What follows belongs to an exercise in optimizing a design on an open flow for small area, a short achievable clock period and few clock cycles per item; a production flow would make more cautious choices.
The RTL was checked by simulation tests, not by an equivalence proof against the original design.

==> inputs of wip/delta <==
## cmplx_mult_stream
module cmplx_mult_stream #(
  parameter int W     = 16,
  parameter int FRAC  = 15,
  parameter int FRAME = 16,
  parameter int ROUND = 1
) (
  input  logic                    clk,
  input  logic                    rst_n,
  input  logic                    clear,
  output logic                    ovf,
  input  logic                    in_valid,
  output logic                    in_ready,
  input  logic signed [W-1:0]     a_re,
  input  logic signed [W-1:0]     a_im,
  input  logic signed [W-1:0]     b_re,
  input  logic signed [W-1:0]     b_im,
  input  logic                    conj_b,
  output logic                    out_valid,
  input  logic                    out_ready,
  output logic signed [W-1:0]     p_re,
  output logic signed [W-1:0]     p_im,
  output logic [$clog2(FRAME)-1:0] p_idx,
  output logic                    p_last
);
  logic adv;         
  logic accept;
  logic ov;          
  logic take;
  logic [2:0] vld;    
  assign take   = ov & out_ready;
  assign accept = in_valid & adv;
  ...
export LEC_CHECK = 0
export CAP_MARGIN = 20
export CORE_MARGIN = 2
export CORE_UTILIZATION = 50
export CTS_BUF_LIST = sky130_fd_sc_hd__clkbuf_4 sky130_fd_sc_hd__clkbuf_8
export PLACE_DENSITY = 0.62
export SETUP_SLACK_MARGIN = 5
export SLEW_MARGIN = 20
export TNS_END_PERCENT = 0
create_clock -name core_clock -period 8.5 [get_ports {clk}]
standard.sh (not shown) runs the stock make flow with config.mk's settings and CLKGATE_MAP_FILE= SYNTH_SCRIPT=/design/flow/synth_recipe.tcl, a recipe that flattens the netlist after the stock synthesis.
==> flow/flow/run.sh <==
#!/bin/bash
# Standard ORFS layout, with one extra step between synthesis and floorplan:
# flow/fapol.py re-chooses the polarity of each full adder (a full adder is
# self-dual) and of each xor/xnor gate to remove the inverters that synthesis
# leaves between them. Registers are not touched.
set -euo pipefail
W=$PWD
R=$W/orfs/results/sky130hd/cmplx_mult_stream/base
# 1. the standard synthesis, unchanged
bash standard.sh "$R/1_2_yosys.v" > synth.log 2>&1
# 2. inverter clean-up on the synthesized netlist
cp "$R/1_2_yosys.v" "$W/1_2_yosys_standard.v"
python3 flow/fapol.py "$W/1_2_yosys_standard.v" "$R/1_2_yosys.v" > fapol.log 2>&1
# 3. the rest of the standard flow; the port buffers are plain buf_1 cells
#    (repair_timing resizes them where timing needs it)
BUFFER_PORTS_ARGS="-buffer_cell sky130_fd_sc_hd__buf_1" bash standard.sh > layout.log 2>&1
Other scripts of this flow, unchanged in this note and not shown: flow/flow/fapol.py
==> inputs of wip/tundra, as changes to wip/delta <==
--- a/flow/design.v
+++ b/flow/design.v
@@ -3106,18 +3106,18 @@
   assign im_sum = im_a + im_b;
   logic im_clip;
   logic [15:0] im_sat;
   assign im_clip = (im_sum[32] != im_sum[31]) || (im_sum[31] != im_sum[30]);
   assign im_sat = im_clip ? {im_sum[32], {15{~im_sum[32]}}} : im_sum[30:15];
   logic res_clip;
   assign res_clip = re_clip | im_clip;
-  logic [17:0] re_val, im_val;
-  assign re_val = re_sum[32:15];
-  assign im_val = im_sum[32:15];
-  logic [17:0] o_re, o_im;
+  logic [15:0] re_val, im_val;
+  assign re_val = re_sat;
+  assign im_val = im_sat;
+  logic [15:0] o_re, o_im;
   logic [3:0]  o_idx;
   logic        o_last;
   assign adv = ~ov | out_ready;
   always_ff @(posedge clk) begin
     if (adv) begin
       o_re <= re_val; o_im <= im_val;
       if (vld[1]) begin
@@ -3138,16 +3138,13 @@
       if (accept) pend <= 1'b0;
       else if (clear) pend <= 1'b1;
       if (adv & vld[1] & res_clip) ovf <= 1'b1;
       else if (clear) ovf <= 1'b0;
     end
   end
   assign in_ready = adv;
-  logic o_re_clip, o_im_clip;
-  assign o_re_clip = (o_re[17] != o_re[16]) || (o_re[16] != o_re[15]);
-  assign o_im_clip = (o_im[17] != o_im[16]) || (o_im[16] != o_im[15]);
-  assign p_re = o_re_clip ? {o_re[17], {15{~o_re[17]}}} : o_re[15:0];
-  assign p_im = o_im_clip ? {o_im[17], {15{~o_im[17]}}} : o_im[15:0];
+  assign p_re      = o_re;
+  assign p_im      = o_im;
   assign out_valid = ov;
   assign p_idx     = o_idx;
   assign p_last    = o_last;
 endmodule
GPL_ROUTABILITY_DRIVEN = 0   (was unset)
==> inputs of wip/juniper, as changes to wip/delta <==
--- a/flow/design.v
+++ b/flow/design.v
@@ -3106,18 +3106,18 @@
   assign im_sum = im_a + im_b;
   logic im_clip;
   logic [15:0] im_sat;
   assign im_clip = (im_sum[32] != im_sum[31]) || (im_sum[31] != im_sum[30]);
   assign im_sat = im_clip ? {im_sum[32], {15{~im_sum[32]}}} : im_sum[30:15];
   logic res_clip;
   assign res_clip = re_clip | im_clip;
-  logic [17:0] re_val, im_val;
-  assign re_val = re_sum[32:15];
-  assign im_val = im_sum[32:15];
-  logic [17:0] o_re, o_im;
+  logic [15:0] re_val, im_val;
+  assign re_val = re_sat;
+  assign im_val = im_sat;
+  logic [15:0] o_re, o_im;
   logic [3:0]  o_idx;
   logic        o_last;
   assign adv = ~ov | out_ready;
   always_ff @(posedge clk) begin
     if (adv) begin
       o_re <= re_val; o_im <= im_val;
       if (vld[1]) begin
@@ -3138,16 +3138,13 @@
       if (accept) pend <= 1'b0;
       else if (clear) pend <= 1'b1;
       if (adv & vld[1] & res_clip) ovf <= 1'b1;
       else if (clear) ovf <= 1'b0;
     end
   end
   assign in_ready = adv;
-  logic o_re_clip, o_im_clip;
-  assign o_re_clip = (o_re[17] != o_re[16]) || (o_re[16] != o_re[15]);
-  assign o_im_clip = (o_im[17] != o_im[16]) || (o_im[16] != o_im[15]);
-  assign p_re = o_re_clip ? {o_re[17], {15{~o_re[17]}}} : o_re[15:0];
-  assign p_im = o_im_clip ? {o_im[17], {15{~o_im[17]}}} : o_im[15:0];
+  assign p_re      = o_re;
+  assign p_im      = o_im;
   assign out_valid = ov;
   assign p_idx     = o_idx;
   assign p_last    = o_last;
 endmodule
==> run notes <==
Worst setup slack: wip/delta is better than wip/juniper (0.020 ns).
In wip/delta the non-clock buffer count is lower than in wip/juniper, by 9.
Register-to-register slack: wip/delta is better than wip/tundra (0.02 ns).
Hold slack is the same in wip/tundra and wip/juniper.
In core utilization, wip/tundra and wip/juniper do not differ.
In cell count, wip/tundra and wip/juniper do not differ.
In die area, wip/juniper and wip/tundra do not differ.
==> figures <==
| metric | wip/juniper | wip/delta | wip/tundra |
|---|---|---|---|
| Run status | finished clean | finished clean | finished clean |
| Footprint of the flip-flops and latches | 8080 um^2 | 8200 um^2 | 8080 um^2 |
| Post-synth design cell area | 31,100 um^2 | 31,300 um^2 | 31,100 um^2 |
| Worst slack, placed | 3.97 ns | 3.96 ns | 3.97 ns |
| Arr. time, crit path | 4.34 ns | 4.32 ns | 4.34 ns |
| Number of global-route vias before repair | 25,200 | 24,500 | 25,200 |
| Multi-input combinational cell count | 2,045 | 2,077 | 2,045 |
| Source of the worst register-to-register timing path | ai[10] | br_neg[4] | ai[10] |
| Remaining max-slew budget at the tightest pin | 43.7% | 36.8% | 43.7% |
| Number of buffers and inverters on the critical path | 2 | 3 | 2 |
| Routed length on met3 | 14.0 mm | 11.2 mm | 14.0 mm |
| Global-route wire length before repair | 156 mm | 147 mm | 156 mm |
| RePlAce Congestion | 0.931 | 0.863 | - |
| Antenna diode count | 1 | 2 | 1 |
| Vias per inst | 6.56 | 6.37 | 6.56 |
| Total of plain and repair buffers excluding clock buffers | 244 | 235 | 244 |
| Ratio of final minimum period to clock period | 46.5% | 46.3% | 46.5% |
| Post-CTS resize count | 170 | 160 | 170 |
Testbench counts of wip/delta, summed over its fixed seeds: cycles 16,024, items 16,000.
Testbench counts of wip/tundra, summed over its fixed seeds: cycles 16,024, items 16,000.
Testbench counts of wip/juniper, summed over its fixed seeds: cycles 16,024, items 16,000.

separate check: timing with driven ports:
In the flow no input, the clock included, has a driving cell. The finished layouts below were timed again as built, in two steps.
Step 1, drivers: a clkbuf_16 drives clk and a buf_2 each remaining input, both assumed.
Step 2 also shifts input and output timing later by t, the mid clock arrival at the registers, as if the neighbouring blocks saw the same clock.
Three values: ideal, step 1, step 2; two values: the first two.
run	shift t [ns]	slack for setup (ns)	worst setup path at the end	clock arrival spread, ns
wip/delta	0.698	4.566 / 4.566 / 4.566	register to register	0.048 / 0.048
wip/tundra	0.699	4.546 / 4.546 / 4.260	input to register	0.053 / 0.053
wip/juniper	0.699	4.546 / 4.546 / 4.260	input to register	0.053 / 0.053
After both steps every run listed still meets setup and hold.
